From an optimization exercise on the open Yosys and OpenROAD flow, aimed at small area; shortcuts taken in it are not production practice.
Function was checked by simulation only, so behaviour that the tests miss may differ from the original.
Power figures rest on the tool's default switching activity, not on a simulated workload.

`flow/design.v`:
```
module branch_predictor_sa #(
  parameter int         SET_BITS = 3,
  parameter int         WAYS     = 4,
  parameter int         TAG_W    = 30 - SET_BITS,
  parameter logic [1:0] CNT_INIT = 2'b10
) (
  input  logic        clk,
  input  logic        RESET,
  input  logic [31:0] PC_F,
  output logic        PrPCSrc_F,
  output logic [31:0] PrALUResult_F,
  input  logic        BrValid_E,
  input  logic [31:0] PC_E,
  input  logic        PCSrc_E,
  input  logic [31:0] ALUResult_E,
  input  logic        PrPCSrc_E,
  input  logic        Flush,
  output logic [31:0] BrCount,
  output logic [31:0] MispCount
);
  localparam int SETS  = 1 << SET_BITS;
  localparam int PTR_W = (WAYS > 1) ? $clog2(WAYS) : 1;
  logic [WAYS-1:0]  valid_q  [SETS];
  logic [WAYS-1:0]  valid_d  [SETS];
  logic [TAG_W-1:0] tag_q    [SETS][WAYS];
  logic [TAG_W-1:0] tag_d    [SETS][WAYS];
  logic [31:0]      target_q [SETS][WAYS];
  logic [31:0]      target_d [SETS][WAYS];
  logic [1:0]       cnt_q    [SETS][WAYS];
  logic [1:0]       cnt_d    [SETS][WAYS];
  logic [PTR_W-1:0] ptr_q    [SETS];
  logic [PTR_W-1:0] ptr_d    [SETS];
  logic [SET_BITS-1:0] f_set;
  logic [TAG_W-1:0]    f_tag;
  logic                f_hit;
  logic                f_msb;
  logic [31:0]         f_target;
  logic [SET_BITS-1:0] e_set;
  logic [TAG_W-1:0]    e_tag;
  logic                e_hit;
  logic [PTR_W-1:0]    e_hit_way;
  logic                e_any_inv;
  logic [PTR_W-1:0]    e_inv_way;
  logic [PTR_W-1:0]    e_victim;
  logic unused_pc_bits;
  assign unused_pc_bits = ^{PC_F[1:0], PC_E[1:0]};
  assign f_set = PC_F[SET_BITS+1:2];
  assign f_tag = PC_F[31:SET_BITS+2];
  assign e_set = PC_E[SET_BITS+1:2];
  assign e_tag = PC_E[31:SET_BITS+2];
  always_comb begin
    f_hit    = 1'b0;
    f_msb    = 1'b0;
    f_target = 32'd0;
    for (int w = 0; w < WAYS; w++) begin
      if (!f_hit && valid_q[f_set][w] && (tag_q[f_set][w] == f_tag)) begin
        f_hit    = 1'b1;
        f_msb    = cnt_q[f_set][w][1];
        f_target = target_q[f_set][w];
      end
    end
  end
  assign PrPCSrc_F     = f_hit & f_msb;
  assign PrALUResult_F = PrPCSrc_F ? f_target : 32'd0;
  always_comb begin
    e_hit     = 1'b0;
    e_hit_way = '0;
    e_any_inv = 1'b0;
    e_inv_way = '0;
    for (int w = 0; w < WAYS; w++) begin
      if (!e_hit && valid_q[e_set][w] && (tag_q[e_set][w] == e_tag)) begin
        e_hit     = 1'b1;
        e_hit_way = PTR_W'(w);
      end
    end
    for (int w = WAYS - 1; w >= 0; w--) begin
      if (!valid_q[e_set][w]) begin
        e_any_inv = 1'b1;
        e_inv_way = PTR_W'(w);
      end
    end
    e_victim = e_any_inv ? e_inv_way : ptr_q[e_set];
  end
  always_comb begin
    for (int s = 0; s < SETS; s++) begin
      valid_d[s] = valid_q[s];
      ptr_d[s]   = ptr_q[s];
      for (int w = 0; w < WAYS; w++) begin
        tag_d[s][w]    = tag_q[s][w];
        target_d[s][w] = target_q[s][w];
        cnt_d[s][w]    = cnt_q[s][w];
      end
    end
    if (Flush) begin
      for (int s = 0; s < SETS; s++) begin
        valid_d[s] = '0;
      end
    end else if (BrValid_E) begin
      if (e_hit) begin
        if (PCSrc_E) begin
          if (cnt_q[e_set][e_hit_way] != 2'b11) begin
            cnt_d[e_set][e_hit_way] = cnt_q[e_set][e_hit_way] + 2'b01;
          end
          target_d[e_set][e_hit_way] = ALUResult_E;
        end else if (cnt_q[e_set][e_hit_way] != 2'b00) begin
          cnt_d[e_set][e_hit_way] = cnt_q[e_set][e_hit_way] - 2'b01;
        end
      end else if (PCSrc_E) begin
        valid_d[e_set][e_victim]  = 1'b1;
        tag_d[e_set][e_victim]    = e_tag;
        target_d[e_set][e_victim] = ALUResult_E;
        cnt_d[e_set][e_victim]    = CNT_INIT;
        if (!e_any_inv) begin
          ptr_d[e_set] = ptr_q[e_set] + 1'b1;
        end
      end
    end
  end
  always_ff @(posedge clk or negedge RESET) begin
    if (!RESET) begin
      for (int s = 0; s < SETS; s++) begin
        valid_q[s] <= '0;
        for (int w = 0; w < WAYS; w++) begin
          tag_q[s][w]    <= '0;
          target_q[s][w] <= 32'd0;
          cnt_q[s][w]    <= CNT_INIT;
        end
      end
    end else begin
      for (int s = 0; s < SETS; s++) begin
        valid_q[s] <= valid_d[s];
        for (int w = 0; w < WAYS; w++) begin
          tag_q[s][w]    <= tag_d[s][w];
          target_q[s][w] <= target_d[s][w];
          cnt_q[s][w]    <= cnt_d[s][w];
        end
      end
    end
  end
  generate
    if (WAYS > 1) begin : g_ptr
      always_ff @(posedge clk or negedge RESET) begin
        if (!RESET) begin
          for (int s = 0; s < SETS; s++) begin
            ptr_q[s] <= '0;
          end
        end else begin
          for (int s = 0; s < SETS; s++) begin
            ptr_q[s] <= ptr_d[s];
          end
        end
      end
    end else begin : g_no_ptr
      always_comb begin
        for (int s = 0; s < SETS; s++) begin
          ptr_q[s] = '0;
        end
      end
    end
  endgenerate
  logic [31:0] br_count_q;
  logic [31:0] br_count_d;
  logic [31:0] misp_count_q;
  logic [31:0] misp_count_d;
  always_comb begin
    br_count_d   = br_count_q;
    misp_count_d = misp_count_q;
    if (BrValid_E) begin
      br_count_d = br_count_q + 32'd1;
      if (PrPCSrc_E != PCSrc_E) begin
        misp_count_d = misp_count_q + 32'd1;
      end
    end
  end
  always_ff @(posedge clk or negedge RESET) begin
    if (!RESET) begin
      br_count_q   <= 32'd0;
      misp_count_q <= 32'd0;
    end else begin
      br_count_q   <= br_count_d;
      misp_count_q <= misp_count_d;
    end
  end
  assign BrCount   = br_count_q;
  assign MispCount = misp_count_q;
endmodule
```
`flow/run.sh`:
```
#!/bin/bash
# synth_recipe.tcl (not shown) runs the flow's synth.tcl, then flattens the netlist and writes it again
# the make line also repeats each setting of config.mk as NAME=value (left out here)
make -C /OpenROAD-flow-scripts/flow DESIGN_CONFIG=/design/flow/config.mk WORK_HOME=/design/flow/orfs CLKGATE_MAP_FILE= SYNTH_SCRIPT=/design/flow/synth_recipe.tcl finish
```
`flow/config.mk`:
```
export PLATFORM = sky130hd
export DESIGN_NAME = branch_predictor_sa
export DESIGN_NICKNAME = branch_predictor_sa
export VERILOG_FILES = /design/flow/design.v
export SDC_FILE = /design/flow/constraint.sdc
export NUM_CORES = 4
export LEC_CHECK = 0
export CAP_MARGIN = 20
export CORE_MARGIN = 2
export CORE_UTILIZATION = 40
export SETUP_SLACK_MARGIN = 0.2
export SLEW_MARGIN = 20
```
`flow/constraint.sdc`:
```
create_clock -name core_clock -period 8.0 [get_ports {clk}]
set_input_delay 1.6000 -clock core_clock [delete_from_list [all_inputs] [get_ports {clk}]]
set_output_delay 1.6000 -clock core_clock [all_outputs]
set_load 0.01 [all_outputs]
```
==> reports/results.ini <==
[run_status]
status=no timing/DRC/antenna violations

[setup_path]
crit_chain=buf_12 -> nand2_2 -> nor2_4 -> buf_12 -> buf_4 -> a22oi_1 -> nand4_1 -> xnor2_2 -> nand4_1 -> nor4_2 -> buf_4 -> nand3_2 -> nand4b_1 -> buf_6 -> nor3b_4 -> buf_6 -> a22oi_2 -> buf_4 -> clkbuf_16 -> a41oi_2 -> buf_6 -> dlygate4sd2_1
setup.worst_path.end_class=output port
cpLargestDelayFamily=buffers and inverters
worst-path-stages=22
r2r_end=cnt_q[2][0]
cp_max_fo=13
crit_end=PrALUResult_F[26]
crit_required_ns=6.40
critPathMaxStageDelay_ns=0.53
r2r-start=tag_q[15][26]
critical_path.slowest_cell=nand4b_1
reg2reg_depth=17
crit_arrival_ns=6.23
rrSetupSlack_ns=2.26
crit_start=PC_F[3]
worst_setup_path_start_kind=input port
crit_type=in2out
cp_num_buf_inv=10

[cells_and_area]
fin_nets=8558
final_core_util=0.471
area_growth_pct=17.1
final_area_um2=118000
drive_gt1_frac=0.372

[min_path]
hold_class=reg2reg
hold_depth=1
hold_start=br_count_q[31]

[sta]
hold_viol=0
clock_skew_ns=0.0859
period_minus_slack_ns=7.83
tns_ns=0
fin_crit_sh=0.978
tightest_slew_ns=1.22
max_freq_mhz=128
rsz0062_at_grt=true
setup_viol=0
relSlewSlack=0.186
report.final.slew_viol_count=0

[synthesis]
synth_top_family_by_area=multiplexers
synth.mux.area_fraction=0.262
avgSynthCellArea_um2=12.2
ys_top_cells_by_area=dfrtp_1 (50%), mux2_2 (22%), a22oi_1 (4.7%)
synth_nets=8381
syn-cell-area_um2=101000
synth_top_area_frac=0.503
synthArstFlopShare=1.00
synth_xor_xnor_area_share=0.0216
synth_compound_area_frac=0.112
synth_edf_count=0
synthAdderAreaFrac=0.000247
ys_seq_area_frac=0.511
synthSimpleGateAreaFrac=0.0590
yosys.area.top_type=dfrtp_1
ys.flop_type=dfrtp_1
yosysWarnings=11
ys_ff_latch=2064
synthDistinctLibCells=84
synthCells=8277

[global_route]
grt_pass1_vias=76916
grt_use_total=0.294
grt-ovfl-total=0
antenna_found_initial=22
grt_pass1_wl_um=555000
grt_max_degree=186

[floorplanning]
dieWidth_um=507
start_util=0.403
die_h_um=507
num_rows=184
die-area_um2=257000
core_area_um2=251000
ios=199

[place]
gp_congestion=0.983
io_buffers=194
place_hpwl_um=241000
placed_cell_area_um2=110000

[routing]
drtIter0Drc=9723
drc=0
wl_per_cell_um=32.1
ant_nets=0
via_per_inst=6.41
num_vias=76860
wl_um=386000
drtPass1Iterations=6

[power_and_ir_drop]
p_per_area_nw_per_um2=214
total_power_mw=25.3
p_leak_nw=54.1
ir_drop_mv=0.210

[cts]
cts_buffers=222
cts_hold_buf=0
htree_num_levels=4
clk_latency_ns=0.93
cts_root_buf=clkbuf_16
cts.sinks=2064
clock_path_buffers=3
cts_tree=yes
clkTransAtPathRegs_ns=0.05

[flow_run]
max_cap_violations=0

cell type report:
type / count / area [um^2]
fill: 22432 / 133000
sequential: 2064 / 51700
multi-input combinational: 5375 / 46800
timing repair buffer: 743 / 7730
clock buffer: 326 / 6490
tap: 3348 / 4190
clock inverter: 86 / 1290
inverter: 48 / 185
antenna: 10 / 25.0
timing repair:
| action | in CTS | in global routing |
|---|---|---|
| buffers inserted | 12 | 9 |
| endpoints found under the setup margin | 33 | 33 |
| gates cloned | 4 | 1 |
| pin swaps | 9 | 10 |
| gates resized for setup | 48 | 60 |
| hold endpoints to repair | 0 | 0 |
cells in the final DEF (no fill, tap or decap), drive strengths merged, types with 138 or more instances in the layout:
cell type and instances:
a21oi 177, a221oi 150, a22oi 638, buf 580
clkbuf 333, dfrtp 2032, mux2 1982, mux2i 246
nand2 377, nand4 152, nor2 305, o21ai 248
xnor2 138
cell families (layout without fill, tap and decap cells):
logic type / after synthesis / after routing
compound gates: 1599 / 1599
mux: 2304 / 2304
buf+inv: 838 / 1203
simple gates: 1221 / 1221
fa+ha+maj: 2 / 2
xor+xnor: 249 / 249
other cells: 0 / 10
flops: 2064 / 2064
registers in the layout, summed over array words and instances, names as in the netlist:
| register | count |
|---|---|
| br_count_q | 32 |
| cnt_q | 64 |
| misp_count_q | 32 |
| ptr_q | 16 |
| tag_q | 864 |
| target_q | 1024 |
| valid_q | 32 |
cells in the mapped netlist (all sizes together) (16+ instances only):
cell type	instances
and2	21
a21oi	177
nand3b	18
a22o	62
dfrtp	2032
xnor2	138
dfstp	32
a221oi	150
nor2b	27
mux4	76
mux2i	246
a31oi	18
o221ai	16
nor3	51
nand3	103
a211oi	34
buf	266
nor4	42
or3	17
o21ai	248
a221o	21
nand2	377
xor2	111
and3	18
inv	46
o22ai	89
a22oi	638
mux2	1982
nand4	152
nor2	305
clkbuf	524
nand2b	26
report_power, final:
group          total [mW]  internal, mW  leakage, nW  switching (mW)
logic                2.83          1.14         22.2            1.69
clock network        10.9          6.40         3.82            4.54
registers            11.5          11.1         28.1           0.441
total                25.3          18.6         54.1            6.68
how the worst min path moves through the flow:
stage / slack (ns) / end
2_1_floorplan: 0.46 / cnt_q[18][0]
3_3_place_gp: 0.46 / br_count_q[31]
3_5_place_dp: 0.47 / br_count_q[31]
4_1_cts: 0.48 / br_count_q[31]
5_1_grt: 0.49 / misp_count_q[31]
6_report: 0.47 / br_count_q[31]
through the flow:
stage	worst slack, ns	hold slack [ns]	instances
after floorplan	0.768	0.457	8277
after global placement	-0.405	0.462	11551
after detailed placement	-0.367	0.467	11551
after CTS	0.0955	0.476	11979
after global routing	0.0996	0.493	11995
final	0.173	0.472	12000
per-layer routing:
layer / part of all wire / global-route usage
met4: 0.056 / 0.147
met3: 0.10 / 0.0792
met5: 0.00030 / 0
met1: 0.41 / 0.395
met2: 0.43 / 0.436

## what the ideal ports hide
The results above use ideal ports. As a check the final layout listed here was re-extracted and re-timed, cells and wires unchanged. Step 1, drivers: a clkbuf_16 drives clk and a buf_2 each remaining input, both assumed. Step 2 adds t to the input delays and takes it off the output delays; t is the mean of the earliest and latest rising clock arrival at the registers after step 1. Input paths then give back, and output paths get back, about the clock's delay inside the block. Slacks: ideal / step 1 / step 2; pairs: ideal / step 1.
t (ns): 0.982
setup WS [ns]: 0.173 / 0.103 / -0.050
worst hold slack (ns): 0.472 / 0.472 / 0.472
worst setup path at the end: input to register
Met with ideal ports but missed after step 2: setup timing in this run. For this run, drivers alone change the setup slack by -0.070 ns; drivers and shift together by -0.223 ns.
